Background: an optimization exercise with open tools, aiming at small area and a short achievable clock period. Do not read the settings as production practice.
The RTL was checked by simulation tests, not by an equivalence proof against the original design.
Power and IR drop assume default switching activity.

File: flow/run.sh
#!/bin/bash
# The standard layout flow (standard.sh, unchanged synthesis), except that the port
# buffers are plain buf_2 cells instead of the default delay-buffer cell.
set -euo pipefail
export BUFFER_PORTS_ARGS="-buffer_cell sky130_fd_sc_hd__buf_2"
bash standard.sh finish > standard.log 2>&1
File: standard.sh
#!/bin/bash
# synth_recipe.tcl (not shown) runs the flow's synth.tcl, then flattens the netlist and writes it again
# the make line also repeats each setting of config.mk as NAME=value (left out here)
make -C /OpenROAD-flow-scripts/flow DESIGN_CONFIG=/design/flow/config.mk WORK_HOME=/design/flow/orfs CLKGATE_MAP_FILE= SYNTH_SCRIPT=/design/flow/synth_recipe.tcl "${@:-finish}"
File: config.mk
export PLATFORM = sky130hd
export DESIGN_NAME = cpu_bus_tracer
export DESIGN_NICKNAME = cpu_bus_tracer
export VERILOG_FILES = /design/flow/design.v
export SDC_FILE = /design/flow/constraint.sdc
export NUM_CORES = 4
export LEC_CHECK = 0
export CAP_MARGIN = 20
export CORE_MARGIN = 2
export CORE_UTILIZATION = 55
export CTS_BUF_LIST = sky130_fd_sc_hd__clkbuf_8
export CTS_CLUSTER_DIAMETER = 50
export CTS_CLUSTER_SIZE = 16
export SETUP_SLACK_MARGIN = 3.1
export SLEW_MARGIN = 20
File: constraint.sdc
create_clock -name core_clock -period 6.0 [get_ports {clk_i}]
set_input_delay 1.2000 -clock core_clock [delete_from_list [all_inputs] [get_ports {clk_i}]]
set_output_delay 1.2000 -clock core_clock [all_outputs]
set_load 0.01 [all_outputs]
File: design.v
module cpu_bus_tracer #(
  parameter int unsigned ADDR_W    = 16,
  parameter int unsigned DATA_W    = 8,
  parameter int unsigned DEPTH     = 64,
  parameter int unsigned POST_TRIG = 16,
  parameter int unsigned WDOG_W    = 20
) (
  input  logic                       clk_i,
  input  logic                       rst_i,
  input  logic [ADDR_W-1:0]          bus_a_i,
  input  logic [DATA_W-1:0]          bus_din_i,
  input  logic [DATA_W-1:0]          bus_dout_i,
  input  logic                       bus_rd_i,
  input  logic                       bus_wr_i,
  input  logic                       bus_done_i,
  input  logic                       bus_fault_i,
  input  logic                       tr_ready_i,
  output logic                       tr_valid_o,
  output logic [ADDR_W+DATA_W:0]     tr_data_o,
  input  logic                       arm_i,
  input  logic [ADDR_W-1:0]          trig_addr_i,
  input  logic [ADDR_W-1:0]          trig_mask_i,
  input  logic [WDOG_W-1:0]          wdog_limit_i,
  output logic [1:0]                 state_o,
  output logic [2:0]                 cause_o,
  output logic [$clog2(DEPTH+1)-1:0] count_o,
  output logic                       wrapped_o
);
  localparam int unsigned PtrW = $clog2(DEPTH);
  localparam int unsigned CntW = $clog2(DEPTH + 1);
  localparam int unsigned EntW = 1 + ADDR_W + DATA_W;
  localparam logic [2:0] CauseNone  = 3'd0;
  localparam logic [2:0] CauseAddr  = 3'd1;
  localparam logic [2:0] CauseFault = 3'd2;
  localparam logic [2:0] CauseWdog  = 3'd3;
  localparam logic [2:0] CauseDone  = 3'd4;
  localparam logic [1:0] StIdle    = 2'd0;
  localparam logic [1:0] StArmed   = 2'd1;
  localparam logic [1:0] StPost    = 2'd2;
  localparam logic [1:0] StStopped = 2'd3;
  logic [1:0]          state_q, state_d;
  logic [2:0]          cause_q, cause_d;
  logic [CntW-1:0]     count_q, count_d;
  logic                wrapped_q, wrapped_d;
  logic [PtrW-1:0]     post_q, post_d;
  logic [WDOG_W-1:0]   wdog1_q, wdog1_d;   
  logic                rd_prev_q, wr_prev_q, fault_prev_q;
  logic                rd_pend_q, skid_vld_q;
  logic [ADDR_W-1:0]   addr_q;
  logic [DATA_W-1:0]   dout_q;
  logic                valid_q, valid_d;
  logic [EntW-1:0]     out_q, out_d;
  logic [EntW-1:0]     mem_q [0:DEPTH-1];
  logic                wr_edge, rd_edge_raw, rd_edge, any_edge, fault_edge;
  logic                capturing, stopped, cap_ok, commit, addr_match, pop, wdog_hit;
  logic                full, empty;
  logic [EntW-1:0]     commit_entry, rd_mem, oldest;
  logic [DEPTH-1:0]    sel_q, sel_d;   
  assign wr_edge     = bus_wr_i & ~wr_prev_q;
  assign rd_edge_raw = bus_rd_i & ~rd_prev_q;
  assign rd_edge     = rd_edge_raw & ~wr_edge;
  assign any_edge    = wr_edge | rd_edge_raw;
  assign fault_edge  = bus_fault_i & ~fault_prev_q;
  assign capturing   = state_q[0] ^ state_q[1];
  assign stopped     = state_q[0] & state_q[1];
  assign cap_ok      = capturing & ~arm_i;
  assign full        = (count_q == CntW'(DEPTH));
  assign empty       = (count_q == '0);
  assign commit      = cap_ok & (rd_pend_q | skid_vld_q | wr_edge);
  always_comb begin
    if (rd_pend_q)       commit_entry = {1'b0, addr_q, bus_din_i};
    else if (skid_vld_q) commit_entry = {1'b1, addr_q, dout_q};
    else                 commit_entry = {1'b1, bus_a_i, bus_dout_i};
  end
  logic match_q, match_in;
  assign match_q     = (((addr_q ^ trig_addr_i) & trig_mask_i) == '0);
  assign match_in    = (((bus_a_i ^ trig_addr_i) & trig_mask_i) == '0);
  assign addr_match  = (trig_mask_i != '0) && ((rd_pend_q | skid_vld_q) ? match_q : match_in);
  assign pop         = valid_q & tr_ready_i;
  always_comb begin
    rd_mem = '0;
    for (int i = 0; i < DEPTH; i++) begin
      if (sel_q[i]) rd_mem = rd_mem | mem_q[i];
    end
  end
  always_comb begin
    if (stopped)                oldest = rd_mem;
    else if (empty)             oldest = commit_entry;
    else if (full && commit)    oldest = mem_q[DEPTH-2];
    else                        oldest = rd_mem;
  end
  always_comb begin
    count_d   = count_q;
    wrapped_d = wrapped_q;
    if (arm_i) begin
      count_d   = '0;
      wrapped_d = 1'b0;
    end else if (commit) begin
      if (full) wrapped_d = 1'b1;
      else      count_d   = count_q + 1'b1;
    end else if (pop) begin
      count_d = count_q - 1'b1;
    end
  end
  logic armed, in_post, pend_any, mask_nz, lim_nz, wdog_eq, post_last;
  logic trig, wdog_stop, post_stop, stop_d;
  assign armed     = (state_q == StArmed);
  assign in_post   = (state_q == StPost);
  assign pend_any  = rd_pend_q | skid_vld_q;
  assign mask_nz   = (trig_mask_i != '0);
  assign lim_nz    = (wdog_limit_i != '0);
  assign wdog_eq   = (wdog1_q == wdog_limit_i);
  assign post_last = (post_q <= PtrW'(1));
  assign wdog_hit  = !any_edge && lim_nz && wdog_eq;
  assign trig      = armed && (fault_edge || (commit && addr_match));
  assign wdog_stop = armed && !any_edge && !fault_edge && lim_nz && wdog_eq &&
                     !(pend_any && mask_nz && match_q);
  assign post_stop = in_post && commit && post_last;
  assign stop_d    = !arm_i && (stopped || (capturing && (bus_done_i || wdog_stop || post_stop)));
  always_comb begin
    state_d  = state_q;
    cause_d  = cause_q;
    post_d   = post_q;
    wdog1_d  = wdog1_q;
    if (arm_i) begin
      state_d = StArmed;
      cause_d = CauseNone;
      post_d  = '0;
      wdog1_d = WDOG_W'(1);
    end else if (capturing) begin
      wdog1_d  = any_edge ? WDOG_W'(1) : wdog1_q + 1'b1;
      if (bus_done_i) begin
        state_d = StStopped;
        cause_d = CauseDone;
      end else if (trig) begin
        cause_d = fault_edge ? CauseFault : CauseAddr;
        post_d  = PtrW'(POST_TRIG);
        state_d = (POST_TRIG == 0) ? StStopped : StPost;
      end else if (armed && wdog_hit) begin
        state_d = StStopped;
        cause_d = CauseWdog;
      end else if (in_post && commit) begin
        post_d = post_q - 1'b1;
        if (post_last) begin
          state_d = StStopped;
        end
      end
    end
  end
  logic nz_d;
  assign nz_d    = commit || (pop ? (count_q != CntW'(1)) : !empty);
  assign valid_d = stop_d && nz_d;
  logic up1, dn1;
  assign up1 = commit && !full && !stop_d;
  assign dn1 = pop || (stop_d && !stopped && !(commit && !full));
  always_comb begin
    if (arm_i) begin
      sel_d = '0;
      sel_d[DEPTH-1] = 1'b1;
    end else if (up1) sel_d = {sel_q[DEPTH-2:0], sel_q[DEPTH-1]};
    else if (dn1)     sel_d = {sel_q[0], sel_q[DEPTH-1:1]};
    else              sel_d = sel_q;
  end
  always_comb begin
    if (!valid_d)               out_d = '0;
    else if (valid_q && !pop)   out_d = out_q;
    else                        out_d = oldest;
  end
  always_ff @(posedge clk_i) begin
    if (rst_i) begin
      state_q      <= StIdle;
      cause_q      <= CauseNone;
      count_q      <= '0;
      wrapped_q    <= 1'b0;
      post_q       <= '0;
      wdog1_q      <= WDOG_W'(1);
      rd_prev_q    <= 1'b0;
      wr_prev_q    <= 1'b0;
      fault_prev_q <= 1'b0;
      rd_pend_q    <= 1'b0;
      skid_vld_q   <= 1'b0;
      valid_q      <= 1'b0;
      out_q        <= '0;
    end else begin
      state_q      <= state_d;
      cause_q      <= cause_d;
      count_q      <= count_d;
      wrapped_q    <= wrapped_d;
      post_q       <= post_d;
      wdog1_q      <= wdog1_d;
      rd_prev_q    <= bus_rd_i;
      wr_prev_q    <= bus_wr_i;
      fault_prev_q <= bus_fault_i;
      rd_pend_q    <= cap_ok & rd_edge;
      skid_vld_q   <= cap_ok & wr_edge & rd_pend_q;
      valid_q      <= valid_d;
      out_q        <= out_d;
    end
    sel_q <= sel_d;
  end
  always_ff @(posedge clk_i) begin
    addr_q <= bus_a_i;
    dout_q <= bus_dout_i;
  end
  always_ff @(posedge clk_i) begin
    if (commit) begin
      mem_q[0] <= commit_entry;
      for (int i = 1; i < DEPTH; i++) mem_q[i] <= mem_q[i-1];
    end
  end
  assign tr_valid_o = valid_q;
  assign tr_data_o  = out_q;
  assign state_o    = state_q;
  assign cause_o    = cause_q;
  assign count_o    = count_q;
  assign wrapped_o  = wrapped_q;
endmodule
==> summary.txt, run 1 <==
The run finished with no timing, DRC or antenna violations. The remaining number of nets flagged by the antenna check after routing is 0. The logs give 65000 um2 for the area of the mapped netlist and 7 for the iteration count of the initial detailed-routing pass.

The run gives 3704 as the number of instances in the synthesized netlist. The tools report the critical register-to-register path startpoint as sel_q[33]. The worst path in the final design needs a cycle of 2.96 ns, including I/O delays and setup.

On the final layout, the worst clock skew is 0.0549 ns. Dividing the final minimum period by the clock period gives 49.3%. The detail-routed net length per standard cell is 42.4 um, and the static leakage is 22.6 nW. After routing, the total negative slack on setup checks comes to 0 ns. At the worst endpoint, the arrival time is 3.72 ns. The number of vias per cell after detailed routing was 7.60; the boundary pin count was 131.

After routing the design area is 71500 um2. The number of cells on the worst reg-to-reg path is 8. The maximum level of the CTS H-tree was 4.

For this block, the via count after detailed routing is 41910. The Yosys step of the flow raised 2 warnings. The floorplan step defined a die boundary enclosing 121000 um2. At the end of the flow, the number of nets in the layout was 3961.

The global-route wire length before repair was 316000 um; the slew at the pin closest to its max-slew limit was 1.18 ns. The tools report the highest clock frequency the design can meet as 0.338 GHz. The commonest cells after synthesis are sky130_fd_sc_hd__edfxtp_1 (1600), sky130_fd_sc_hd__a221oi_1 (400), sky130_fd_sc_hd__a22o_1 (400), sky130_fd_sc_hd__clkbuf_1 (181), sky130_fd_sc_hd__dfxtp_1 (158). The clock drives 1758 sinks.

The worst setup path is captured at a flop. From bottom edge to top edge, the die measures 348 um. The synthesized design spends more area on one cell type than any other, namely sky130_fd_sc_hd__edfxtp_1. For this run, the register share of the synthesized area comes to 78.8%.

Counting every net in the synthesized netlist gives 3805. After synthesis, the share of flip-flops with an asynchronous set or reset is 0%. The total of flip-flops plus latches after synthesis was 1758.

The average instance area after synthesis came out at 17.6 um2. The tool flagged a number of max-cap violations equal to 0. Setup repair after global routing could not meet its margin everywhere. The destination of the worst hold path is mem_q[32][21].

Worst-case vdd ir drop: 0.000239 V. Detailed placement finished with a half-perimeter wire length of 131000 um. Clock tree synthesis selected as its root buffer the cell sky130_fd_sc_hd__clkbuf_8.

The run gives 118000 um2 as the core area. Synthesis instantiated 59 different standard cells from the library. The die is 348 um wide. The kind of critical path is flop to flop. The run gives 20.8% as the tightest slew margin relative to the limit.

The number of buffers inserted by port buffering was 130. The main flop type after synthesis was sky130_fd_sc_hd__edfxtp_1. In this run the worst path has a maximum fanout of 16. The tools report the weighted congestion reported at the end of routability-driven placement as 0.954. The slowest stage of the critical path is the sky130_fd_sc_hd__dfxtp_2 cell. The logs give 6.77 ns for the endpoint required time on the critical path and 0 for the total grt overflow. For the number of buffers created by CTS, the log shows 155. Setup violations remaining at the end of the flow were counted as 0. The pin count of the biggest net entering global routing came out at 174.

The initial utilization of the core area, before any placement, comes to 55.3%. Number of antenna violations at the first check in global routing: 9. For this run, design rule violations remaining after detail routing come to 0.

The tools report the layout filler cell count as 8574. The tools report the hold path startpoint as mem_q[31][21]. The endpoint identified for the worst register-to-register timing path is out_q[24]. Area added between synthesis and finish: 10.0%.

The run gives 3 as the maximum buffer depth of the clock tree. In this run the core area contains 126 standard-cell rows. The logs give 0 for the hold violation total from the final report and 5191 for the number of cells in the design after placement.

The number of max-slew violations in the final report was 0; the ratio of cells with drive above 1 in the final layout was 16.1%. TritonCTS built the clock tree. The ratio of total power to cell area works out to 318 nW/um2.

The count of cells in the finished layout, fillers not included, comes to 5515. Clock latency on the worst-skew pair, taken at its later pin, is 0.92 ns. Counting flops with a built-in enable in the synthesized netlist gives 1600.

The worst setup path is launched from a flop. Yosys attributes the largest share of cell area to sky130_fd_sc_hd__edfxtp_1 (74%), sky130_fd_sc_hd__a221oi_1 (5.4%), sky130_fd_sc_hd__a22o_1 (5.4%). The share of synthesized area in the top cell type comes to 73.9%. The total routed wirelength came out at 234000 um.

The worst hold path class is flop to flop. In this run the register-to-register setup slack is 3.04 ns. The clock-pin transition on the worst setup and hold timing paths came out at 0.11 ns. In this run the cell area measured after placement is 67500 um2. The largest incremental delay on the critical path was 0.64 ns; the via count of the first global-routing pass was 39761. In this run, the number of DRC markers left after iteration 0 of detailed routing was 8251.

The critical path goes through buf_4, a22o_1, a221oi_1, nand4_1, nor4_1, o22ai_1, o211ai_1, nor2_1. Global routing used 37.9% of the available tracks. The worst hold path was traced through 0 stages. Dominant cell by count in the synthesized netlist: sky130_fd_sc_hd__edfxtp_1.
[critical path, delay by kind of cell (launching register included)]
family | cells | cell delay [ns]
compound gates | 4 | 0.98
simple gates | 3 | 0.76
flops | 1 | 0.64
buf+inv | 1 | 0.44
[worst max-delay path by stage]
stage            endpoint  cells past startpoint  startpoint
2_1_floorplan   post_q[5]                      9    bus_wr_i
3_3_place_gp    sel_q[22]                      8    bus_wr_i
3_5_place_dp     out_q[8]                      9    bus_wr_i
4_1_cts         out_q[22]                      8    sel_q[5]
5_1_grt        count_o[3]                      1  count_q[3]
6_report        out_q[24]                      8   sel_q[33]
[flip-flops by register name, indices dropped and copies added (netlist names), 2 cells and up]
name,count
mem_q,1600
sel_q,64
state_q,2
post_q,6
out_q,25
dout_q,8
count_q,7
cause_q,3
addr_q,16
wdog1_q,20
[kinds of logic after synthesis]
logic type                 synth area share, %
xor gates and xnor gates                 0.997
buffers and inverters                     1.76
and+or+nand+nor                           3.35
adders and majority gates                0.173
DFF                                       78.8
muxes                                    0.447
AOI/OAI and AO/OA                         14.5
[power by group]
part           internal, W  switching [W]  total [W]
registers           0.0137       0.000409     0.0141
clock network      0.00278        0.00438    0.00716
logic             0.000467       0.000996    0.00146
[timing repair]
action,in CTS,in global routing
resized for setup,50,22
pin swaps,8,8
endpoints found under the setup margin,1604,1008
setup buffers,19,12
hold buffers,0,0
cloned,12,5
[layer usage]
metal	global-route usage, %	routed length [um]
met5	0	27
met4	17.8	14300
met3	11.2	35600
met2	55.8	101000
met1	52.3	82800
[cells in the final DEF, fill, tap and decap left out, drive strengths merged, types with 3 or more instances in the layout]
cell / n
bufinv: 4
nand2b: 30
ha: 9
edfxtp: 1600
mux2i: 11
xor2: 48
a22oi: 39
nand3: 10
a221oi: 400
clkinv: 33
bufbuf: 6
diode: 10
nor3: 6
nand2: 43
or3: 10
nor2: 129
and3: 5
mux2: 16
nor4b: 3
clkbuf: 165
a22o: 400
a31oi: 4
buf: 259
clkinvlp: 18
nor2b: 8
nor4: 42
dfxtp: 158
o22ai: 26
o211ai: 89
and4: 3
nand4: 116
xnor2: 26
a21oi: 20
a311oi: 63
inv: 62
o21ai: 86
[cell type report]
class,instances,area [um2],share of cell area (%)
Inverter,10,63.8,0.0892
Multi-Input combinational cell,1664,12900,18.0
Sequential cell,1758,51300,71.7
Timing Repair inverter,3,26.3,0.0367
Timing Repair Buffer,268,2260,3.16
Clock buffer,162,2230,3.12
Clock inverter,104,788,1.10
Antenna cell,10,25.0,0.0350
Tap cell,1536,1920,2.69
[per-stage QoR]
| step | power (W) | utilization [%] | setup WS, ns | hold slack [ns] |
|---|---|---|---|---|
| floorplan | 0.0149 | - | -0.721 | 0.427 |
| global placement | 0.0156 | 57.4 | 1.57 | 0.430 |
| detailed placement | 0.0157 | 57.4 | 1.45 | 0.434 |
| CTS | 0.0227 | 60.6 | 3.03 | 0.376 |
| global route | 0.0233 | 60.8 | 3.03 | 0.380 |
| finish | 0.0227 | 60.8 | 3.04 | 0.423 |
==> run 2, diff against run 1 <==
--- a/config.mk
+++ b/config.mk
@@ -7,9 +7,9 @@
 export LEC_CHECK = 0
 export CAP_MARGIN = 20
 export CORE_MARGIN = 2
-export CORE_UTILIZATION = 55
+export CORE_UTILIZATION = 62
 export CTS_BUF_LIST = sky130_fd_sc_hd__clkbuf_8
 export CTS_CLUSTER_DIAMETER = 50
 export CTS_CLUSTER_SIZE = 16
-export SETUP_SLACK_MARGIN = 3.1
+export SETUP_SLACK_MARGIN = 3.3
 export SLEW_MARGIN = 20
==> run 2 against run 1 <==
Still clean. Synthesized area is the same. Sequential power is essentially flat. Synthesized cell count is the same. Critical path depth is the same. Flip-flop and latch count is the same. Count of clock-buffer cells in the layout grew 4. Setup slack gained 0.12 ns. Non-clock buffer count shrank 11. Highest routed layer unchanged.
==> summary.txt, run 2 <==
The logs give 65000 um2 (unchanged) for the area of the mapped netlist and 0.930 (-2.5%) for the weighted congestion reported at the end of routability-driven placement. The tools report the number of max-slew violations in the final report as 0 (unchanged). The number of flip-flops under the largest register name came out at 1600 (unchanged).

The tools report the static leakage as 22.6 nW (+0.36%). The hold violation total from the final report came out at 0 (unchanged). The number of buffers inserted by port buffering works out to 130 (unchanged).

Number of buffers created by CTS: 148 (-4.5%). By area the synthesized netlist is led by sky130_fd_sc_hd__edfxtp_1 (74%), sky130_fd_sc_hd__a221oi_1 (5.4%), sky130_fd_sc_hd__a22o_1 (5.4%). The post-route cell area was 71600 um2 (about the same); the sequential cell area was 51400 um2 (+0.12%). Number of warnings reported in the yosys synthesis log: 2 (unchanged). The share of the clock period used by the worst path after layout came out at 47.2% (-2.1 points).

The logs give 309000 um (-2.1%) for the global-route wire length before repair and 0.436 ns (+0.0128 ns) for the worst hold slack. The worst-case vdd ir drop is 0.000295 V (+23%), and the footprint of the multi-input gates is 13000 um2 (+0.66%). The run finished with no timing, DRC or antenna violations. The cell type with the highest aggregate area in the netlist is sky130_fd_sc_hd__edfxtp_1. The share of flip-flops with an asynchronous set or reset after synthesis was 0% (unchanged); the remaining number of nets flagged by the antenna check after routing was 0 (unchanged).

The area share of the leading cell type in the synthesized netlist came out at 73.9% (unchanged). The library cell used most frequently in the layout, excluding fill and tap cells, is sky130_fd_sc_hd__edfxtp_1. In the layout the commonest cells are sky130_fd_sc_hd__edfxtp_1 (1600), sky130_fd_sc_hd__a22o_1 (400), sky130_fd_sc_hd__a221oi_1 (399). The instance area at placement was 67200 um2 (-0.39%). Die height: 328 um (-5.7%). The run gives 78.8% (unchanged) as the portion of the post-synthesis area used by sequential elements. The tightest slew margin relative to the limit is 18.5% (-2.2 points), and the ratio of total power to cell area is 320 nW/um2 (+0.77%).

The final routed DRC violation total is 0 (unchanged). The detailed-route via count is 42561 (+1.6%). The synthesized netlist net count was 3805 (unchanged); the clock skew was 0.0391 ns (-0.0158 ns). For the iteration count of the initial detailed-routing pass, the log shows 8 (+1).

The ratio of cells with drive above 1 in the final layout is 16.4% (+0.34 points). The core area was 104000 um2 (-12%). The worst setup path is captured at a flop.

The initial cell density of the core is 62.6% (+7.4 points), and the number of instances in the synthesized netlist is 3704 (unchanged). The run gives 41.8% (+3.9 points) as the total global routing track utilization. The largest incremental delay on the critical path works out to 0.48 ns (-0.16 ns). The sum of negative setup slack is 0 ns (unchanged). The cell family contributing the most delay on the critical path is buffers and inverters. The full die area is 107000 um2 (-11%), and the maximum fanout along the worst path is 191 (+175).

For the endpoint required time on the critical path, the log shows 6.49 ns (-0.28 ns). Buffering stage count on the worst path with inverters included: 5 (+4). Yosys instantiated no cell more often than sky130_fd_sc_hd__edfxtp_1. The highest clock frequency the design can meet is 0.353 GHz (+4.4%), and the maximum buffer depth of the clock tree is 3 (unchanged). The total routed wirelength is 228000 um (-2.5%).

The slew at the pin closest to its max-slew limit was 1.21 ns (+0.0333 ns); the pin count of the biggest net entering global routing was 192 (+10%). The time the final worst path needs with I/O delays and setup came out at 2.83 ns (-0.124 ns). The detail-routed net length per standard cell is 42.7 um (+0.76%). The insertion delay of the later-clocked pin in the worst-skew pair is 0.89 ns (-0.03 ns), and the number of enable-type register cells in the synthesized netlist is 1600 (unchanged). The average instance area after synthesis came out at 17.6 um2 (unchanged). For the total clock sinks, the log shows 1758 (unchanged). The half-perimeter wire length after placement came out at 125000 um (-4.7%). The tools report the element type at the critical path start as a flop.

The via count of the first global-routing pass was 40091 (+0.83%). In this run the clock root is driven by a sky130_fd_sc_hd__clkbuf_8. Number of vias per cell after detailed routing: 7.98 (+5.0%). Setup repair after global routing could not meet its margin everywhere.

The tools report the number of maximum-capacitance violations as 0 (unchanged). The worst path arrival time is 3.32 ns (-0.40 ns). The floorplan die width came out at 328 um (-5.7%).

The run gives 0 (unchanged) as the total of endpoints with negative setup slack in the final report. The register with the most flip-flops in the final layout is mem_q. The total grt overflow came out at 0 (unchanged). The largest registers in the layout are mem_q: 1600 flops, sel_q: 64 flops, out_q: 25 flops.

The total of flip-flops plus latches after synthesis came out at 1758 (unchanged). Number of core rows: 118 (-6.3%). Counting stages on the worst path, the most repeated cell is sky130_fd_sc_hd__buf_4. The run gives 59 (unchanged) as the number of distinct library cells after synthesis. The critical path is of the flop to flop type.

The number of buffers added to fix hold violations after cts was 0 (unchanged); the layout filler cell count was 6712 (-22%). The tools report the total number of nets in the final design as 3943 (-0.45%). The boundary pin count was 131 (unchanged).

The area added between synthesis and finish was 10.1% (about the same); the number of antenna violations at the first check in global routing was 8 (-1). The number of DRC markers in iteration 0 was 8360 (+1.3%). The slowest stage of the critical path is the sky130_fd_sc_hd__buf_16 cell. Main flop type after synthesis: sky130_fd_sc_hd__edfxtp_1. Clock-pin transition on the worst setup and hold timing paths: 0.10 ns (about the same). The tightest min-delay check is of the input port to flop type. The commonest cells after synthesis are sky130_fd_sc_hd__edfxtp_1 (1600), sky130_fd_sc_hd__a221oi_1 (400), sky130_fd_sc_hd__a22o_1 (400), sky130_fd_sc_hd__clkbuf_1 (181), sky130_fd_sc_hd__dfxtp_1 (158). TritonCTS built the clock tree. The maximum level of the CTS H-tree is 4 (unchanged). Traced cell by cell, the critical path runs through inv_1, ha_4, nor2_4, o31ai_4, buf_4, inv_6, buf_4, buf_16.
run 2: cell counts after synthesis:
No cell type changed its count.
run 2: area by class of cell:
class	count	share of cell area, %
flip-flops and latches	1758	71.8
multi-input cells	1664	18.1
clock buffers	166	3.19
repair buffers	257	3.10
well taps	1380	2.41
clock inverters	89	1.22
inverters	10	0.0891
repair inverters	3	0.0367
diodes	7	0.0245
run 2: cell families after synthesis:
group | Yosys count | synth area share, %
adder cells (fa/ha/maj) | 9 | 0.173
AO/OA/AOI/OAI | 1140 | 14.5
multiplexers | 27 | 0.447
XOR/XNOR | 74 | 0.997
AND/OR/NAND/NOR | 412 | 3.35
flip-flops | 1758 | 78.8
buffers and inverters | 284 | 1.76
run 2: worst paths after layout:
| path | start | end | slack [ns] | cells past startpoint |
|---|---|---|---|---|
| worst max-delay path | state_q[0] | mem_q[49][21] | 3.17 | 8 |
| worst min-delay path | bus_dout_i[7] | dout_q[7] | 0.44 | 1 |
| worst max register to register | state_q[0] | mem_q[49][21] | 3.17 | 8 |
| worst min register to register | mem_q[61][15] | mem_q[62][15] | 0.45 | 0 |
run 2: layer usage:
layer,global-route usage (%),share of wire [%]
met1,58.2,34
met5,0,0.0088
met2,59.1,42
met4,22.5,7.1
met3,13.6,17
run 2: through the flow:
stage | setup WS [ns] | instances | total power [W] | util (%)
floorplan | -0.721 | 3704 | 0.0149 | -
global placement | 1.18 | 5029 | 0.0156 | 64.8
detailed placement | 0.997 | 5029 | 0.0156 | 64.8
CTS | 3.28 | 5309 | 0.0228 | 68.5
global route | 3.27 | 5328 | 0.0234 | 69.0
finish | 3.17 | 5334 | 0.0229 | 69.0
run 2: worst register-to-register path, stage by stage, from the launching register on:
cell and delay, ns:
sky130_fd_sc_hd__dfxtp_4 0.39, sky130_fd_sc_hd__inv_1 0.07, sky130_fd_sc_hd__ha_4 0.23, sky130_fd_sc_hd__nor2_4 0.22, sky130_fd_sc_hd__o31ai_4 0.15, sky130_fd_sc_hd__buf_4 0.18
sky130_fd_sc_hd__inv_6 0.10, sky130_fd_sc_hd__buf_4 0.20, sky130_fd_sc_hd__buf_16 0.48
run 2: repair_timing:
| item | 4_1_cts | 5_1_grt |
|---|---|---|
| endpoints found under the setup margin | 1674 | 663 |
| cloned | 10 | 9 |
| buffers inserted | 15 | 9 |
| gates resized for setup | 93 | 59 |
| pin swaps | 6 | 11 |
run 2: power breakdown:
part / internal (W) / switching [W] / leakage (nW) / total (W)
Sequential: 0.0137 / 0.000416 / 15.9 / 0.0141
Clock: 0.00322 / 0.00416 / 1.67 / 0.00738
Combinational: 0.000458 / 0.000972 / 5.06 / 0.00143
Total: 0.0174 / 0.00554 / 22.6 / 0.0229
==> run 3, diff against run 2 <==
--- a/config.mk
+++ b/config.mk
@@ -7,9 +7,9 @@
 export LEC_CHECK = 0
 export CAP_MARGIN = 20
 export CORE_MARGIN = 2
-export CORE_UTILIZATION = 62
+export CORE_UTILIZATION = 58
 export CTS_BUF_LIST = sky130_fd_sc_hd__clkbuf_8
 export CTS_CLUSTER_DIAMETER = 50
 export CTS_CLUSTER_SIZE = 16
-export SETUP_SLACK_MARGIN = 3.3
+export SETUP_SLACK_MARGIN = 3.4
 export SLEW_MARGIN = 20
==> run 3 against run 2 <==
Still clean on timing, DRC and antenna. First-iteration DRC count is 1.1% higher. Synthesized area did not move. Total power is 0.14% lower. Global-route usage fell by 2.1 points. Clock skew decreased by 0.0069 ns. Final area increased by 1.8%. Hold slack got worse by 0.0055 ns. Combinational power is about 10% higher. Utilization decreased by 3.3 points. Critical endpoint is now out_q[5]. Highest routed layer unchanged.
==> summary.txt, run 3 <==
The run finished with no timing, DRC or antenna violations. The instance area at placement was 67500 um2 (+0.35%); the clock-pin transition on the worst setup and hold timing paths was 0.10 ns (about the same). Final non-filler cell total: 5505 (+3.2%). The total grt overflow was 0 (unchanged).

The number of vias per cell after detailed routing was 7.78 (-2.5%). The logs give 23.1 nW (+1.8%) for the static leakage and 58.6% (-4.1 points) for the initial cell density of the core. The average instance area after synthesis is 17.6 um2 (unchanged). Kind of critical path: flop to flop. Clock tree synthesis selected as its root buffer the cell sky130_fd_sc_hd__clkbuf_8. The number of cells in the design after placement is 5148 (+2.4%). Leaving out fill and tap cells, the most frequent cell in the layout is sky130_fd_sc_hd__edfxtp_1. Setup repair after global routing could not meet its margin everywhere. The detail-routed net length per standard cell was 42.9 um (+0.43%); the boundary pin count was 131 (unchanged). The logs give 3.31 ns (+0.14 ns) for the reg2reg setup slack and 4 (unchanged) for the maximum level of the CTS H-tree. Counting flops per register, the top entry is mem_q. Iteration count of the initial detailed-routing pass: 10 (+2).

The run gives 8 (unchanged) as the number of antenna violations at the first check in global routing. The largest registers in the layout are mem_q: 1600 flops, sel_q: 64 flops, out_q: 25 flops. The logs give 150 (+1.4%) for the number of buffers created by CTS and 0 (unchanged) for the number of max-slew violations in the final report. The core area is 111000 um2 (+6.9%). The number of cells on the worst reg-to-reg path came out at 8 (unchanged). The pin count of the biggest net entering global routing came out at 104 (-46%).

The tools report the critical register-to-register path startpoint as sel_q[52]. The clock skew is 0.0322 ns (-0.00688 ns), and the portion of the post-synthesis area used by sequential elements is 78.8% (unchanged). The number of instances in the synthesized netlist was 3704 (unchanged); the detailed-route via count was 42809 (+0.58%).

The number of maximum-capacitance violations is 0 (unchanged). The weighted congestion reported at the end of routability-driven placement was 0.941 (+1.2%). The worst hold path begins at bus_dout_i[7]. The total clock sinks came out at 1758 (unchanged). The number of stages on the worst hold path works out to 1 (unchanged). The tools report the worst path arrival time as 3.51 ns (+0.19 ns). The number of buffers inserted by port buffering is 130 (unchanged). The number of buffers added to fix hold violations after cts was 0 (unchanged); the time the final worst path needs with I/O delays and setup was 2.69 ns (-0.145 ns). The ratio of cells with drive above 1 in the final layout works out to 18.3% (+1.8 points). The maximum fanout along the worst path works out to 16 (-92%). The die height is 339 um (+3.3%). STA classifies the critical path startpoint as a flop. The number of enable-type register cells in the synthesized netlist came out at 1600 (unchanged). For the number of distinct library cells after synthesis, the log shows 59 (unchanged). The total of endpoints with negative setup slack in the final report was 0 (unchanged); the highest clock frequency the design can meet was 0.372 GHz (+5.4%).

For the insertion delay of the later-clocked pin in the worst-skew pair, the log shows 0.90 ns (about the same). The type of element capturing the critical path was a flop. The tools report the layout filler cell count as 7694 (+15%).

Sorting the synthesized cells by how often they occur yields sky130_fd_sc_hd__edfxtp_1 (1600), sky130_fd_sc_hd__a221oi_1 (400), sky130_fd_sc_hd__a22o_1 (400), sky130_fd_sc_hd__clkbuf_1 (181), sky130_fd_sc_hd__dfxtp_1 (158). TritonCTS built the clock tree. In this run the worst hold path is classified as input port to flop. For the half-perimeter wire length after placement, the log shows 131000 um (+4.2%). The area share of the leading cell type in the synthesized netlist was 73.9% (unchanged). The logs give 0 (unchanged) for the final routed DRC violation total and 2 (unchanged) for the number of warnings reported in the yosys synthesis log.

Post-route cell area: 72900 um2 (+1.8%). The total of flip-flops plus latches after synthesis was 1758 (unchanged). The share of flip-flops with an asynchronous set or reset after synthesis came out at 0% (unchanged). The total number of nets in the final design came out at 3993 (+1.3%).

For the area of the mapped netlist, the log shows 65000 um2 (unchanged). The slew at the pin closest to its max-slew limit works out to 1.15 ns (-0.0557 ns). The path with the worst hold slack has its endpoint at dout_q[7].

The ratio of total power to cell area came out at 314 nW/um2 (-1.9%). The share of the clock period used by the worst path after layout was 44.8% (-2.4 points). The dominant cell by count in the synthesized netlist is sky130_fd_sc_hd__edfxtp_1.

The tightest slew margin relative to the limit is 22.3% (+3.8 points), and the full die area is 115000 um2 (+6.8%). In this run the critical register-to-register path is captured at out_q[5]. The cell type with the highest aggregate area in the netlist is sky130_fd_sc_hd__edfxtp_1. The worst-case vdd ir drop is 0.000197 V (-33%), and the global-route wire length before repair is 316000 um (+2.2%).

For the total global routing track utilization, the log shows 39.7% (-2.1 points). The area added between synthesis and finish was 12.1%. Remaining number of nets flagged by the antenna check after routing: 0 (unchanged).

The endpoint required time on the critical path was 6.82 ns (+0.33 ns); the via count of the first global-routing pass was 39981 (-0.27%). The floorplan die width works out to 339 um (+3.3%). The top cell types in the final layout, fill and taps aside, are sky130_fd_sc_hd__edfxtp_1 (1600), sky130_fd_sc_hd__a22o_1 (400), sky130_fd_sc_hd__a221oi_1 (400).

The run gives 0 (unchanged) as the hold violation total from the final report. Number of flip-flops under the largest register name: 1600 (unchanged). The most used flip-flop cell after synthesis is sky130_fd_sc_hd__edfxtp_1. The total routed wirelength came out at 236000 um (+3.6%). For the synthesized netlist net count, the log shows 3805 (unchanged). The maximum buffer depth of the clock tree is 3 (unchanged), and the number of core rows is 122 (+3.4%). The number of DRC markers in iteration 0 was 8452 (+1.1%).

By area the synthesized netlist is led by sky130_fd_sc_hd__edfxtp_1 (74%), sky130_fd_sc_hd__a221oi_1 (5.4%), sky130_fd_sc_hd__a22o_1 (5.4%).
-- run 3: changes by cell type in the layout (fill, tap and decap cells not counted), sizes merged --
cell	change
nand2	+5
diode	+4
buf	+38
inv	+6
clkinvlp	+2
o21a	+2
clkinv	+16
clkbuf	-6
bufinv	-4
-- run 3: routing by layer --
metal,GRT usage (%),vias up,wire length [um]
li1,-,16099,-
met1,55.5,21673,82800
met2,57.7,4154,102000
met3,13.1,873,38200
met4,17.1,10,13000
met5,0,-,371
-- run 3: worst max-delay path, cell delays in order, from the launching register on --
cell                       delay, ns
sky130_fd_sc_hd__dfxtp_2        1.08
sky130_fd_sc_hd__buf_4          0.54
sky130_fd_sc_hd__a22o_1         0.20
sky130_fd_sc_hd__a221oi_1       0.06
sky130_fd_sc_hd__nand4_1        0.18
sky130_fd_sc_hd__nor4_4         0.06
sky130_fd_sc_hd__o22ai_1        0.26
sky130_fd_sc_hd__o211ai_1       0.13
sky130_fd_sc_hd__nor2_1         0.12
-- run 3: report_power, final --
part           total [W]  leakage (nW)  switching, W  internal [W]
Combinational    0.00158          5.49       0.00106      0.000518
Clock            0.00722          1.64       0.00423       0.00299
Sequential        0.0141          15.9      0.000406        0.0137
-- run 3: repair_timing --
item,in CTS,in global routing
gates cloned,16,17
resized for setup,207,119
setup endpoints to repair,1669,711
buffers inserted,31,16
pin swaps,15,24
-- run 3: stage by stage --
step                      hold slack (ns)  setup slack [ns]  TNS (ns)  power [W]  utilization, %
after global placement              0.429              1.49         0     0.0156            60.8
after global routing                0.402              3.25         0     0.0234            65.6
after CTS                           0.376              3.37         0     0.0227            64.8
after detailed placement            0.434              1.48         0     0.0157            60.8
final                               0.431              3.31         0     0.0229            65.7
after floorplan                     0.427            -0.721    -19.45     0.0149               -
-- run 3: area by class of cell --
| cell class | instances | area [um2] | area share [%] |
|---|---|---|---|
| Timing Repair inverter | 4 | 42.5 | 0.0584 |
| Multi-Input combinational cell | 1671 | 13300 | 18.3 |
| Inverter | 10 | 63.8 | 0.0876 |
| Clock buffer | 158 | 2170 | 2.98 |
| Clock inverter | 108 | 915 | 1.26 |
| Tap cell | 1488 | 1860 | 2.56 |
| Timing Repair Buffer | 297 | 3000 | 4.11 |
| Sequential cell | 1758 | 51500 | 70.7 |
| Antenna cell | 11 | 27.5 | 0.0378 |
-- run 3: kinds of logic (layout without fill, tap and decap cells) --
logic type / after synthesis / after routing / synth area share (%)
compound gates: 1140 / 1142 / 14.5
xor+xnor: 74 / 74 / 0.997
fa+ha+maj: 9 / 9 / 0.173
buf+inv: 284 / 577 / 1.76
flops: 1758 / 1758 / 78.8
mux: 27 / 27 / 0.447
other cells: 0 / 11 / 0
simple gates: 412 / 419 / 3.35
-- run 3: how the worst max path moves through the flow --
stage | startpoint | end | slack, ns | cells after the start
after floorplan | bus_wr_i | post_q[5] | -0.72 | 9
after global placement | bus_wr_i | sel_q[60] | 1.49 | 10
after detailed placement | bus_wr_i | sel_q[62] | 1.48 | 9
after CTS | state_q[0] | state_o[0] | 3.37 | 1
after global routing | wdog_limit_i[8] | sel_q[39] | 3.25 | 10
final | sel_q[52] | out_q[5] | 3.31 | 8
==> run 4, diff against run 3 <==
--- a/config.mk
+++ b/config.mk
@@ -7,9 +7,10 @@
 export LEC_CHECK = 0
 export CAP_MARGIN = 20
 export CORE_MARGIN = 2
-export CORE_UTILIZATION = 58
+export CORE_UTILIZATION = 55
 export CTS_BUF_LIST = sky130_fd_sc_hd__clkbuf_8
 export CTS_CLUSTER_DIAMETER = 50
 export CTS_CLUSTER_SIZE = 16
-export SETUP_SLACK_MARGIN = 3.4
+export GPL_ROUTABILITY_DRIVEN = 0
+export SETUP_SLACK_MARGIN = 3.3
 export SLEW_MARGIN = 20
==> run 4 against run 3 <==
Global-route usage is 1.3 points lower. Die area rose by 5.4%. Sequential share of layout area is 0.31 points higher. Total power grew 0.49%. Count of clock-buffer cells in the layout is 3 higher. Clock power grew 2%. Synthesized cell count unchanged. Synthesized area is the same. Wire length is 0.68% higher. Critical endpoint is now sel_q[31]. Largest cell class unchanged.
==> summary.txt, run 4 <==
The area added between synthesis and finish works out to 11.4%. The element type at the critical path start was a flop. The maximum buffer depth of the clock tree is 3 (unchanged), and the via count of the first global-routing pass is 40346 (+0.91%).

The run finished with no timing, DRC or antenna violations. The largest incremental delay on the critical path was 0.51 ns (-0.57 ns); the maximum fanout along the worst path was 32 (+16). Leaving out fill and tap cells, the most frequent cell in the layout is sky130_fd_sc_hd__edfxtp_1.

The die height is 348 um (+2.7%). The logs give 1.53 ns (+0.0472 ns) for the post-placement setup slack and 131000 um (+0.26%) for the half-perimeter wire length after placement. The boundary pin count is 131 (unchanged).

For the highest clock frequency the design can meet, the log shows 0.360 GHz (-3.1%). The average instance area after synthesis was 17.6 um2 (unchanged). The most used cell along the critical path is sky130_fd_sc_hd__buf_4.

The share of the clock period used by the worst path after layout was 46.2% (+1.5 points); the final routed DRC violation total was 0 (unchanged). The initial cell density of the core is 55.3% (-3.3 points), and the share of flip-flops with an asynchronous set or reset after synthesis is 0% (unchanged). The instance area at placement is 67500 um2 (about the same).

The number of buffers created by CTS is 151 (+0.67%), and the core area is 118000 um2 (+6.0%). The floorplan die width is 348 um (+2.7%), and the number of vias per cell after detailed routing is 7.71 (-0.85%). The ratio of total power to cell area is 317 nW/um2 (+1.1%), and the endpoint required time on the critical path is 6.79 ns (-0.03 ns).

The number of instances in the synthesized netlist is 3704 (unchanged), and the detail-routed net length per standard cell is 43.0 um (+0.19%). The ratio of cells with drive above 1 in the final layout is 17.5% (-0.78 points). For the worst-case vdd ir drop, the log shows 0.000231 V (+17%).

The tools report the portion of the post-synthesis area used by sequential elements as 78.8% (unchanged). The number of core rows was 126 (+3.3%); the number of distinct library cells after synthesis was 59 (unchanged). The tools report the total routed wirelength as 238000 um (+0.68%). For the number of warnings reported in the yosys synthesis log, the log shows 2 (unchanged).

The tools report the total global routing track utilization as 38.5% (-1.3 points). Counting flops per register, the top entry is mem_q. The run gives 3.23 ns (-0.0874 ns) as the final setup slack of the worst path. The number of flip-flops under the largest register name was 1600 (unchanged); the number of DRC markers in iteration 0 was 7778 (-8.0%). The clock-pin transition on the worst setup and hold timing paths was 0.09 ns (about the same). Yosys attributes the largest share of cell area to sky130_fd_sc_hd__edfxtp_1 (74%), sky130_fd_sc_hd__a221oi_1 (5.4%), sky130_fd_sc_hd__a22o_1 (5.4%). The number of enable-type register cells in the synthesized netlist is 1600 (unchanged).

The slew at the pin closest to its max-slew limit works out to 1.16 ns (+0.00228 ns). The run gives 0 (unchanged) as the total of endpoints with negative setup slack in the final report. The signal on the critical path passes through buf_12, ha_4, buf_4, nor3b_2, o211ai_1, buf_4, buf_6, nor2_1, a311oi_1. Area share of the leading cell type in the synthesized netlist: 73.9% (unchanged).

The area of the mapped netlist came out at 65000 um2 (unchanged). The synthesized netlist net count was 3805 (unchanged); the number of max-slew violations in the final report was 0 (unchanged). By instance count, the leading cell after synthesis is sky130_fd_sc_hd__edfxtp_1. The logs give 72400 um2 (-0.58%) for the post-route cell area and 0 (unchanged) for the remaining number of nets flagged by the antenna check after routing. The number of stages on the worst hold path works out to 1 (unchanged). The endpoint identified for the worst register-to-register timing path is sel_q[31].

CTS placed an instance of sky130_fd_sc_hd__clkbuf_8 at the clock tree root. For the pin count of the biggest net entering global routing, the log shows 216 (+110%). Time the final worst path needs with I/O delays and setup: 2.77 ns (+0.0874 ns).

The most used flip-flop cell after synthesis is sky130_fd_sc_hd__edfxtp_1. The maximum level of the CTS H-tree is 4 (unchanged), and the detailed-route via count is 42652 (-0.37%). The insertion delay of the later-clocked pin in the worst-skew pair is 0.91 ns (about the same).

The critical path in this run is classified as flop to flop. For the tightest slew margin relative to the limit, the log shows 22.1% (-0.15 points). The run gives 0 (unchanged) as the hold violation total from the final report.

The largest registers in the layout are mem_q: 1600 flops, sel_q: 64 flops, out_q: 25 flops. The tools report the worst path arrival time as 3.57 ns (+0.06 ns). The number of antenna violations at the first check in global routing is 9 (+1).

Standard cell with the maximum stage delay on the critical path: sky130_fd_sc_hd__ha_4. The static leakage is 22.9 nW (-0.67%), and the number of maximum-capacitance violations is 0 (unchanged). The total number of nets in the final design was 3985 (-0.20%); the clock skew was 0.0354 ns (+0.00316 ns). The top cell types in the final layout, fill and taps aside, are sky130_fd_sc_hd__edfxtp_1 (1600), sky130_fd_sc_hd__a22o_1 (400), sky130_fd_sc_hd__a221oi_1 (400). Number of buffers added to fix hold violations after cts: 0 (unchanged).

Reg2reg setup slack: 3.23 ns (-0.09 ns). The tools report the full die area as 121000 um2 (+5.4%). Setup repair after global routing could not meet its margin everywhere. The number of buffers inserted by port buffering came out at 130 (unchanged). The min-delay analysis places its worst path in the category input port to flop.

The number of cells on the worst reg-to-reg path was 9 (+1); the total clock sinks was 1758 (unchanged). The sum of negative setup slack came out at 0 ns (unchanged). The iteration count of the initial detailed-routing pass is 9 (-1).

In this run the most critical hold path is launched from bus_dout_i[7]. The synthesized design spends more area on one cell type than any other, namely sky130_fd_sc_hd__edfxtp_1. The tools report the total grt overflow as 0 (unchanged). For hold timing, the worst endpoint is dout_q[7]. The worst setup path is captured at a flop. The total of flip-flops plus latches after synthesis is 1758 (unchanged), and the global-route wire length before repair is 320000 um (+1.3%).

TritonCTS built the clock tree. In this run the critical register-to-register path is launched from state_q[0]. The commonest cells after synthesis are sky130_fd_sc_hd__edfxtp_1 (1600), sky130_fd_sc_hd__a221oi_1 (400), sky130_fd_sc_hd__a22o_1 (400), sky130_fd_sc_hd__clkbuf_1 (181), sky130_fd_sc_hd__dfxtp_1 (158).
-- run 4: cell count changes in the layout (fill, tap and decap cells not counted), sizes merged, moves of 3 or more --
cell / change
clkinv: -13
diode: -6
buf: -5
nand2: -4
bufinv: +3
-- run 4: cell families after synthesis --
kind of cell | after synthesis | share of synthesized area [%]
flip-flops | 1758 | 78.8
AO/OA/AOI/OAI | 1140 | 14.5
AND/OR/NAND/NOR | 412 | 3.35
buffers and inverters | 284 | 1.76
XOR/XNOR | 74 | 0.997
multiplexers | 27 | 0.447
adder cells (fa/ha/maj) | 9 | 0.173
-- run 4: report_power, final --
part / leakage [nW] / internal (W) / switching [W]
Combinational: 5.32 / 0.000494 / 0.00103
Clock: 1.67 / 0.00313 / 0.00423
Sequential: 15.9 / 0.0137 / 0.000421
Total: 22.9 / 0.0173 / 0.00568
-- run 4: per-layer routing --
metal  track usage [%]  up-vias  share of wire (%)
met2              56.1     4156                 43
met5                 0        -              0.014
met4              19.0        4                6.2
met1              52.0    21478                 34
met3              13.2      949                 17
li1                  -    16065                  -
-- run 4: layout make-up --
cell class	instances	area [um2]
multi-input cells	1669	13200
well taps	1536	1920
clock inverters	99	918
repair inverters	2	17.5
fillers	8501	45200
inverters	10	63.8
diodes	5	12.5
flip-flops and latches	1758	51400
clock buffers	161	2220
repair buffers	292	2690
-- run 4: worst max-delay path: cells and delay by family (launching register included) --
kind | cells | cell delay (ns)
AO/OA/AOI/OAI | 2 | 0.42
buffers and inverters | 4 | 1.12
flip-flops | 1 | 0.40
adder cells (fa/ha/maj) | 1 | 0.51
AND/OR/NAND/NOR | 2 | 0.19
-- run 4: how the worst max path moves through the flow --
| stage | from | to | slack, ns |
|---|---|---|---|
| CTS | wdog1_q[12] | sel_q[51] | 3.30 |
| finish | state_q[0] | sel_q[31] | 3.23 |
| floorplan | bus_wr_i | post_q[5] | -0.72 |
| global placement | bus_wr_i | sel_q[4] | 1.55 |
| global route | sel_q[62] | out_q[4] | 3.22 |
| detailed placement | arm_i | out_q[21] | 1.53 |
-- run 4: stage by stage --
step | utilization [%] | hold WS, ns | instances | total power, W
after global routing | 61.6 | 0.380 | 5528 | 0.0235
after CTS | 61.0 | 0.373 | 5495 | 0.0229
after detailed placement | 57.4 | 0.433 | 5190 | 0.0157
after global placement | 57.4 | 0.430 | 5190 | 0.0156
after floorplan | - | 0.427 | 3704 | 0.0149
final | 61.6 | 0.417 | 5532 | 0.0230
-- run 4: repair_timing --
item | CTS | global route
pin swaps | 13 | 22
gates resized for setup | 120 | 68
gates cloned | 16 | 10
setup buffers | 29 | 21
endpoints found under the setup margin | 1679 | 437
==> run 5, diff against run 4 <==
--- a/config.mk
+++ b/config.mk
@@ -11,6 +11,6 @@
 export CTS_BUF_LIST = sky130_fd_sc_hd__clkbuf_8
 export CTS_CLUSTER_DIAMETER = 50
 export CTS_CLUSTER_SIZE = 16
-export GPL_ROUTABILITY_DRIVEN = 0
+export PLACE_DENSITY_LB_ADDON = 0.15
 export SETUP_SLACK_MARGIN = 3.3
 export SLEW_MARGIN = 20
==> run 5 against run 4 <==
Cell count is 0.40% lower. Wire length down 5.0%. Hold slack worse by 0.019 ns. Setup slack got worse by 0.0020 ns. Via count decreased by 2.0%. Critical path depth is 1 lower. Count of clock-buffer cells in the layout is the same. Combinational power is 4% lower. Synthesized area is the same. Critical endpoint is now out_q[19]. Highest routed layer unchanged.
==> summary.txt, run 5 <==
The flow ran to the end and the layout has no timing, DRC or antenna violations. For the sum of negative setup slack, the log shows 0 ns (unchanged). For the sequential cell area, the log shows 51400 um2 (about the same). Setup repair after global routing could not meet its margin everywhere. The die height is 348 um (unchanged), and the worst hold slack is 0.398 ns (-0.0190 ns). Counting flops per register, the top entry is mem_q. For the remaining number of nets flagged by the antenna check after routing, the log shows 0 (unchanged). The logs give 2 (unchanged) for the number of warnings reported in the yosys synthesis log and 126 (unchanged) for the number of core rows. The portion of the post-synthesis area used by sequential elements was 78.8% (unchanged). The run gives 61.2% (-0.44 points) as the final design utilization.

TritonCTS built the clock tree. The synthesized netlist net count came out at 3805 (unchanged). The tightest slew margin relative to the limit is 26.0% (+3.9 points), and the number of distinct library cells after synthesis is 59 (unchanged). The detail-routed net length per standard cell is 41.0 um (-4.6%), and the total global routing track utilization is 36.7% (-1.8 points). The core area is 118000 um2 (unchanged), and the total of flip-flops plus latches after synthesis is 1758 (unchanged). The critical path is of the flop to flop type.

The run gives 197 (-8.8%) as the pin count of the biggest net entering global routing. The number of flip-flops under the largest register name is 1600 (unchanged), and the buffering stage count on the worst path with inverters included is 1 (-3). The clock skew is 0.0472 ns (+0.0118 ns), and the hold violation total from the final report is 0 (unchanged). The run gives 0.360 GHz (about the same) as the highest clock frequency the design can meet. Main flop type after synthesis: sky130_fd_sc_hd__edfxtp_1. The logs give 6.81 ns (+0.02 ns) for the endpoint required time on the critical path and 8630 (+1.5%) for the layout filler cell count. After synthesis, the cell types taking the most area are sky130_fd_sc_hd__edfxtp_1 (74%), sky130_fd_sc_hd__a221oi_1 (5.4%), sky130_fd_sc_hd__a22o_1 (5.4%). The area of the mapped netlist was 65000 um2 (unchanged). The logs give 4 (unchanged) for the maximum level of the CTS H-tree and 3704 (unchanged) for the number of instances in the synthesized netlist. The time the final worst path needs with I/O delays and setup was 2.78 ns (+0.00196 ns). The dominant cell by count in the synthesized netlist was sky130_fd_sc_hd__edfxtp_1. The run gives 0 (unchanged) as the total of endpoints with negative setup slack in the final report. The worst-case vdd ir drop came out at 0.000231 V (about the same).

For the part of the power in combinational logic, the log shows 6.4% (-0.2 points). The static leakage came out at 22.7 nW (-0.81%). The tree is rooted in a sky130_fd_sc_hd__clkbuf_8.

The number of vias per cell after detailed routing works out to 7.59 (-1.6%). The tools report the number of buffers added to fix hold violations after cts as 0 (unchanged). The run gives 0.0227 W (-1.3%) as the total design power. The number of antenna violations at the first check in global routing was 8 (-1); the part of the total power dissipated in the clock network was 31.6% (-0.4 points).

The initial cell density of the core was 55.3% (unchanged); the half-perimeter wire length after placement was 128000 um (-2.4%). The maximum buffer depth of the clock tree is 3 (unchanged), and the detailed-route via count is 41805 (-2.0%). The fraction of power consumed by sequential logic was 62.0% (+0.7 points); the number of maximum-capacitance violations was 0 (unchanged). The tools report the footprint of the multi-input gates as 13000 um2 (-1.7%). For the full die area, the log shows 121000 um2 (unchanged). The number of enable-type register cells in the synthesized netlist was 1600 (unchanged). The global-route wire length before repair was 305000 um (-4.7%). Floorplan die width: 348 um (unchanged).

STA classifies the critical path startpoint as a flop. The internal power is 0.0171 W (-1.0%), and the worst path arrival time is 3.59 ns (+0.02 ns). The average instance area after synthesis was 17.6 um2 (unchanged). Maximum fanout along the worst path: 17 (-47%). Cell type with the highest aggregate area in the netlist: sky130_fd_sc_hd__edfxtp_1. Leaving out fill and tap cells, the most frequent cell in the layout is sky130_fd_sc_hd__edfxtp_1. The total clock sinks was 1758 (unchanged); the weighted congestion reported at the end of routability-driven placement was 0.899. The number of cells in the design after placement came out at 5198 (+0.15%). The signal on the critical path passes through buf_4, a22o_1, a221oi_1, nand4_1, nor4_2, o22ai_1, o211ai_1, nor2_1.

The largest individual stage delay along the critical path comes from the cell sky130_fd_sc_hd__dfxtp_4. The share of flip-flops with an asynchronous set or reset after synthesis is 0% (unchanged), and the slew at the pin closest to its max-slew limit is 1.10 ns (-0.0572 ns). The boundary pin count was 131 (unchanged). Leaving out fill and tap cells, the most frequent cells in the layout are sky130_fd_sc_hd__edfxtp_1 (1600), sky130_fd_sc_hd__a22o_1 (400), sky130_fd_sc_hd__a221oi_1 (400). The tightest min-delay check is of the input port to flop type. The number of DRC markers in iteration 0 was 8064 (+3.7%); the switching share of total power was 24.5% (-0.20 points).

By count the netlist is led by sky130_fd_sc_hd__edfxtp_1 (1600), sky130_fd_sc_hd__a221oi_1 (400), sky130_fd_sc_hd__a22o_1 (400), sky130_fd_sc_hd__clkbuf_1 (181), sky130_fd_sc_hd__dfxtp_1 (158). The insertion delay of the later-clocked pin in the worst-skew pair was 0.94 ns (+0.03 ns). The number of max-slew violations in the final report was 0 (unchanged); the area share of the leading cell type in the synthesized netlist was 73.9% (unchanged). The clock-pin transition on the worst setup and hold timing paths was 0.10 ns (about the same). The cell family contributing the most delay on the critical path is compound AO/OA/AOI/OAI gates. The tools report the total grt overflow as 0 (unchanged). The ratio of total power to cell area came out at 316 nW/um2 (-0.55%). Largest incremental delay on the critical path: 0.53 ns (+0.02 ns). The total routed wirelength was 226000 um (-5.0%); the iteration count of the initial detailed-routing pass was 8 (-1).

The logs give 147 (-2.6%) for the number of buffers created by CTS and 0.00557 W (-2.0%) for the reported net switching power. The type of element capturing the critical path was a flop. Relative to the synthesized area, the layout overhead comes to 10.6%. The number of buffers inserted by port buffering was 130 (unchanged); the via count of the first global-routing pass was 38844 (-3.7%).

The final non-filler cell total is 5510 (-0.40%), and the final routed DRC violation total is 0 (unchanged). The total number of nets in the final design is 3961 (-0.60%), and the share of the clock period used by the worst path after layout is 46.3% (about the same). The largest registers in the layout are mem_q: 1600 flops, sel_q: 64 flops, out_q: 25 flops. The ratio of cells with drive above 1 in the final layout works out to 17.0% (-0.49 points).
[run 5: final cells by class]
type	count	area share [%]
diodes	9	0.0313
clock buffers	161	3.08
clock inverters	93	1.11
inverters	10	0.0887
multi-input cells	1662	18.0
flip-flops and latches	1758	71.5
well taps	1536	2.67
repair buffers	278	3.43
repair inverters	3	0.0365
[run 5: final timing paths]
check                                    from             to  slack [ns]  cells after the start
worst min-delay path            bus_dout_i[6]      dout_q[6]        0.40                      1
worst min register to register  mem_q[42][24]  mem_q[43][24]        0.43                      0
worst max register to register       sel_q[0]      out_q[19]        3.22                      8
worst max-delay path                 sel_q[0]      out_q[19]        3.22                      8
[run 5: logic make-up (layout without fill, tap and decap cells)]
logic type	count (synthesis)	count (layout)	synth area share [%]
flops	1758	1758	78.8
compound gates	1140	1140	14.5
simple gates	412	412	3.35
buf+inv	284	545	1.76
xor+xnor	74	74	0.997
mux	27	27	0.447
fa+ha+maj	9	9	0.173
other cells	0	9	0
[run 5: power by group through the flow]
| stage | logic, W | clock network, W | registers (W) |
|---|---|---|---|
| floorplan | 0.000800 | 0 | 0.0141 |
| global placement | 0.00128 | 0 | 0.0143 |
| detailed placement | 0.00129 | 0 | 0.0143 |
| CTS | 0.00135 | 0.00720 | 0.0141 |
| global route | 0.00149 | 0.00762 | 0.0141 |
| finish | 0.00146 | 0.00717 | 0.0141 |
[run 5: layer usage]
metal	GRT usage, %	share of wire [%]
met1	52.1	36
met2	52.6	43
met3	11.9	17
met4	14.7	5.2
met5	0	0.13
[run 5: timing repair]
| action | 4_1_cts | 5_1_grt |
|---|---|---|
| pin swaps | 8 | 13 |
| cloned | 10 | 8 |
| setup endpoints to repair | 1679 | 164 |
| setup buffers | 17 | 14 |
| resized for setup | 129 | 70 |
[run 5: per-stage QoR]
stage                     worst slack [ns]  instance area, um2
final                                 3.22               71900
after global routing                  3.24               71900
after CTS                             3.30               71300
after detailed placement              1.51               67500
after global placement                1.58               67500
after floorplan                     -0.721               65100
==> run 6, diff against run 5 <==
--- a/config.mk
+++ b/config.mk
@@ -11,6 +11,5 @@
 export CTS_BUF_LIST = sky130_fd_sc_hd__clkbuf_8
 export CTS_CLUSTER_DIAMETER = 50
 export CTS_CLUSTER_SIZE = 16
-export PLACE_DENSITY_LB_ADDON = 0.15
 export SETUP_SLACK_MARGIN = 3.3
 export SLEW_MARGIN = 20
==> run 6 against run 5 <==
Clock skew is 0.0052 ns higher. Die area is the same. Register-to-register slack gained 0.03 ns. Fmax rose by 1.1%. Cell count is 0.33% higher. Flip-flop and latch count stayed put. Largest cell class unchanged.
==> summary.txt, run 6 <==
The clock skew was 0.0525 ns (+0.00524 ns); the area of the mapped netlist was 65000 um2 (unchanged). The total of flip-flops plus latches after synthesis is 1758 (unchanged), and the number of flip-flops under the largest register name is 1600 (unchanged). The logs give 7826 (-3.0%) for the number of DRC markers in iteration 0 and 0.364 GHz (+1.1%) for the highest clock frequency the design can meet. The min-delay analysis places its worst path in the category flop to flop. The die height works out to 348 um (unchanged).

The time the final worst path needs with I/O delays and setup is 2.75 ns (-0.0298 ns), and the number of maximum-capacitance violations is 0 (unchanged). The number of distinct library cells after synthesis is 59 (unchanged), and the worst-case vdd ir drop is 0.000235 V (+1.6%). The detail-routed net length per standard cell is 42.5 um (+3.7%), and the share of the clock period used by the worst path after layout is 45.8% (-0.50 points).

The insertion delay of the later-clocked pin in the worst-skew pair is 0.91 ns (-0.03 ns). mem_q holds more flip-flops than any other register. By count the netlist is led by sky130_fd_sc_hd__edfxtp_1 (1600), sky130_fd_sc_hd__a221oi_1 (400), sky130_fd_sc_hd__a22o_1 (400), sky130_fd_sc_hd__clkbuf_1 (181), sky130_fd_sc_hd__dfxtp_1 (158).

The run gives 55.3% (unchanged) as the initial cell density of the core. The number of max-slew violations in the final report was 0 (unchanged); the synthesized netlist net count was 3805 (unchanged). The tools report the number of cells in the design after placement as 5191 (-0.13%). The run gives 42116 (+0.74%) as the detailed-route via count. The logs give 235000 um (+4.1%) for the total routed wirelength and 4 (unchanged) for the maximum level of the CTS H-tree.

For the number of core rows, the log shows 126 (unchanged). The synthesized design spends more area on one cell type than any other, namely sky130_fd_sc_hd__edfxtp_1. The slew at the pin closest to its max-slew limit was 1.15 ns (+0.0467 ns). STA classifies the critical path endpoint as a flop. The logs give 22.7 nW (about the same) for the static leakage and 0.954 (+6.1%) for the weighted congestion reported at the end of routability-driven placement. Number of buffers inserted by port buffering: 130 (unchanged).

The tools report the iteration count of the initial detailed-routing pass as 8 (unchanged). Maximum fanout along the worst path: 17 (unchanged). The signal on the critical path passes through buf_4, a22o_1, a221oi_1, nand4_1, nor4_4, o22ai_1, o211ai_1, nor2_1. The final non-filler cell total was 5528 (+0.33%); the final routed DRC violation total was 0 (unchanged). The total of endpoints with negative setup slack in the final report is 0 (unchanged), and the global-route wire length before repair is 316000 um (+3.7%). The kind of critical path was flop to flop.

For the total number of nets in the final design, the log shows 3976 (+0.38%). The share of flip-flops with an asynchronous set or reset after synthesis works out to 0% (unchanged). The total global routing track utilization is 37.9% (+1.3 points), and the total clock sinks is 1758 (unchanged).

The average instance area after synthesis is 17.6 um2 (unchanged), and the maximum buffer depth of the clock tree is 3 (unchanged). The tools report the total design power as 0.0228 W (+0.21%). The met2 track utilization from global routing came out at 56.1% (+3.5 points). In the synthesized netlist the dominant register cell turns out to be sky130_fd_sc_hd__edfxtp_1. The logs give 2 (unchanged) for the number of warnings reported in the yosys synthesis log and 10.8% (-1.1 points) for the met3 track demand over resource.

Relative to the synthesized area, the layout overhead comes to 10.8%. For the via count of the first global-routing pass, the log shows 39812 (+2.5%). The logs give 61.3% (+0.11 points) for the final design utilization and 131000 um (+2.8%) for the half-perimeter wire length after placement.

Yosys attributes the largest share of cell area to sky130_fd_sc_hd__edfxtp_1 (74%), sky130_fd_sc_hd__a221oi_1 (5.4%), sky130_fd_sc_hd__a22o_1 (5.4%). The number of vias per cell after detailed routing was 7.62 (+0.42%). The core area is 118000 um2 (unchanged), and the number of enable-type register cells in the synthesized netlist is 1600 (unchanged). The run gives 131 (unchanged) as the boundary pin count. The met1 capacity usage during global routing is 52.5% (+0.36 points), and the sum of negative setup slack is 0 ns (unchanged). The total grt overflow was 0 (unchanged). Setup repair after global routing could not meet its margin everywhere. The worst setup path is launched from a flop. For the tightest slew margin relative to the limit, the log shows 22.8% (-3.1 points). The full die area was 121000 um2 (unchanged); the ratio of cells with drive above 1 in the final layout was 17.2% (+0.22 points). The number of antenna violations at the first check in global routing is 7 (-1). For this design, the slowest cell found on the critical path is sky130_fd_sc_hd__dfxtp_2. For the endpoint required time on the critical path, the log shows 6.77 ns (-0.04 ns). The floorplan die width is 348 um (unchanged). The cell chosen for the clock root was sky130_fd_sc_hd__clkbuf_8. The ratio of total power to cell area is 316 nW/um2 (about the same). TritonCTS built the clock tree. Number of buffers added to fix hold violations after cts: 0 (unchanged).

Dominant cell by count in the synthesized netlist: sky130_fd_sc_hd__edfxtp_1. The number of instances in the synthesized netlist is 3704 (unchanged), and the clock-pin transition on the worst setup and hold timing paths is 0.10 ns (about the same). Worst path arrival time: 3.51 ns (-0.08 ns). In the final layout, the registers with the most flip-flops are mem_q: 1600 flops, sel_q: 64 flops, out_q: 25 flops. For the remaining number of nets flagged by the antenna check after routing, the log shows 0 (unchanged). In this run the most used layer during global routing was met2. The area share of the leading cell type in the synthesized netlist was 73.9% (unchanged); the hold violation total from the final report was 0 (unchanged).

The number of buffers created by CTS was 155 (+5.4%). The largest incremental delay on the critical path works out to 0.53 ns (about the same). The library cell used most frequently in the layout, excluding fill and tap cells, is sky130_fd_sc_hd__edfxtp_1. The run gives 0.426 ns (+0.0276 ns) as the worst hold slack. The tools report the pin count of the biggest net entering global routing as 174 (-12%). The top cell types in the final layout, fill and taps aside, are sky130_fd_sc_hd__edfxtp_1 (1600), sky130_fd_sc_hd__a22o_1 (400), sky130_fd_sc_hd__a221oi_1 (398). The flow ran to the end and the layout has no timing, DRC or antenna violations.

The portion of the post-synthesis area used by sequential elements is 78.8% (unchanged).
## run 6: cell counts after synthesis
Identical to the previous run, type by type.
## run 6: layer usage
layer	wire length (um)	part of all wire, %	vias to the layer above
li1	-	-	16055
met1	83200	35	21302
met2	102000	43	3901
met3	35300	15	852
met4	14200	6.1	6
met5	82	0.035	-
## run 6: path summary, 6_finish.rpt
| path | startpoint | to | slack, ns | depth (start not counted) |
|---|---|---|---|---|
| max | sel_q[35] | out_q[11] | 3.25 | 8 |
| max reg2reg | sel_q[35] | out_q[11] | 3.25 | 8 |
| min | mem_q[14][24] | mem_q[15][24] | 0.43 | 0 |
| min reg2reg | mem_q[14][24] | mem_q[15][24] | 0.43 | 0 |
## run 6: layout make-up
type,count,area [um2]
timing repair buffer,281,2520
multi-input combinational,1666,13100
inverter,10,63.8
fill,8519,45600
clock inverter,104,788
sequential,1758,51400
clock buffer,162,2230
timing repair inverter,3,26.3
tap,1536,1920
antenna,8,20.0
## run 6: cell families (layout without fill, tap and decap cells)
family                   Yosys count  in the layout  share of synthesized area (%)
flip-flops                      1758           1758                           78.8
AO/OA/AOI/OAI                   1140           1143                           14.5
AND/OR/NAND/NOR                  412            413                           3.35
buffers and inverters            284            560                           1.76
XOR/XNOR                          74             74                          0.997
multiplexers                      27             27                          0.447
adder cells (fa/ha/maj)            9              9                          0.173
other                              0              8                              0
## run 6: timing repair
item,in CTS,in global routing
gates resized for setup,116,69
setup endpoints to repair,1682,989
setup buffers,27,16
pin swaps,11,15
gates cloned,12,8
## run 6: per-stage QoR
stage	setup WS, ns	area (um2)
floorplan	-0.721	65100
global placement	1.57	67500
detailed placement	1.45	67500
CTS	3.30	71500
global route	3.24	72000
finish	3.25	72000
## run 6: where the power goes
group	switching [W]	total [W]	internal, W
clock	0.00437	0.00715	0.00278
sequential	0.000405	0.0141	0.0137
combinational	0.00102	0.00151	0.000491
total	0.00580	0.0228	0.0170
## run 6: worst max-delay path, delay by kind of cell, from the launching register on
kind	cells	cell delay (ns)
buf+inv	1	0.43
compound gates	4	1.01
simple gates	3	0.62
flops	1	0.53

-- separate check: timing with driven ports --
How much do the figures lean on ideal ports? The routed layouts below were timed once more, with nothing changed but the port constraints.
Step 1, drivers: a clkbuf_16 drives clk_i and a buf_2 each remaining input, both assumed.
Step 2 times the ports against the registers' clock, not the clock port: input delays grow and output delays shrink by t, the midpoint of the rising clock arrivals with the driver on.
Slacks: ideal ports / drivers / drivers and shift; pairs: ideal ports / drivers.
run | t (ns) | slack for setup (ns) | slew at the worst register clock pin (ns) | worst slew at a driven data input, ns
run 1 | 0.971 | 3.044 / 3.028 / 2.306 | 0.11 / 0.11 | 0.07
run 2 | 0.941 | 3.169 / 3.169 / 2.456 | 0.11 / 0.11 | 0.05
run 3 | 0.955 | 3.313 / 3.247 / 2.411 | 0.11 / 0.11 | 0.04
run 4 | 0.978 | 3.226 / 3.226 / 2.379 | 0.12 / 0.12 | 0.06
run 5 | 0.980 | 3.224 / 3.224 / 2.474 | 0.11 / 0.11 | 0.05
run 6 | 0.962 | 3.254 / 3.254 / 2.422 | 0.11 / 0.11 | 0.07
After both steps every run listed still meets setup and hold. For run 3, which loses most, drivers alone change the setup slack by -0.066 ns; drivers and shift together by -0.902 ns.
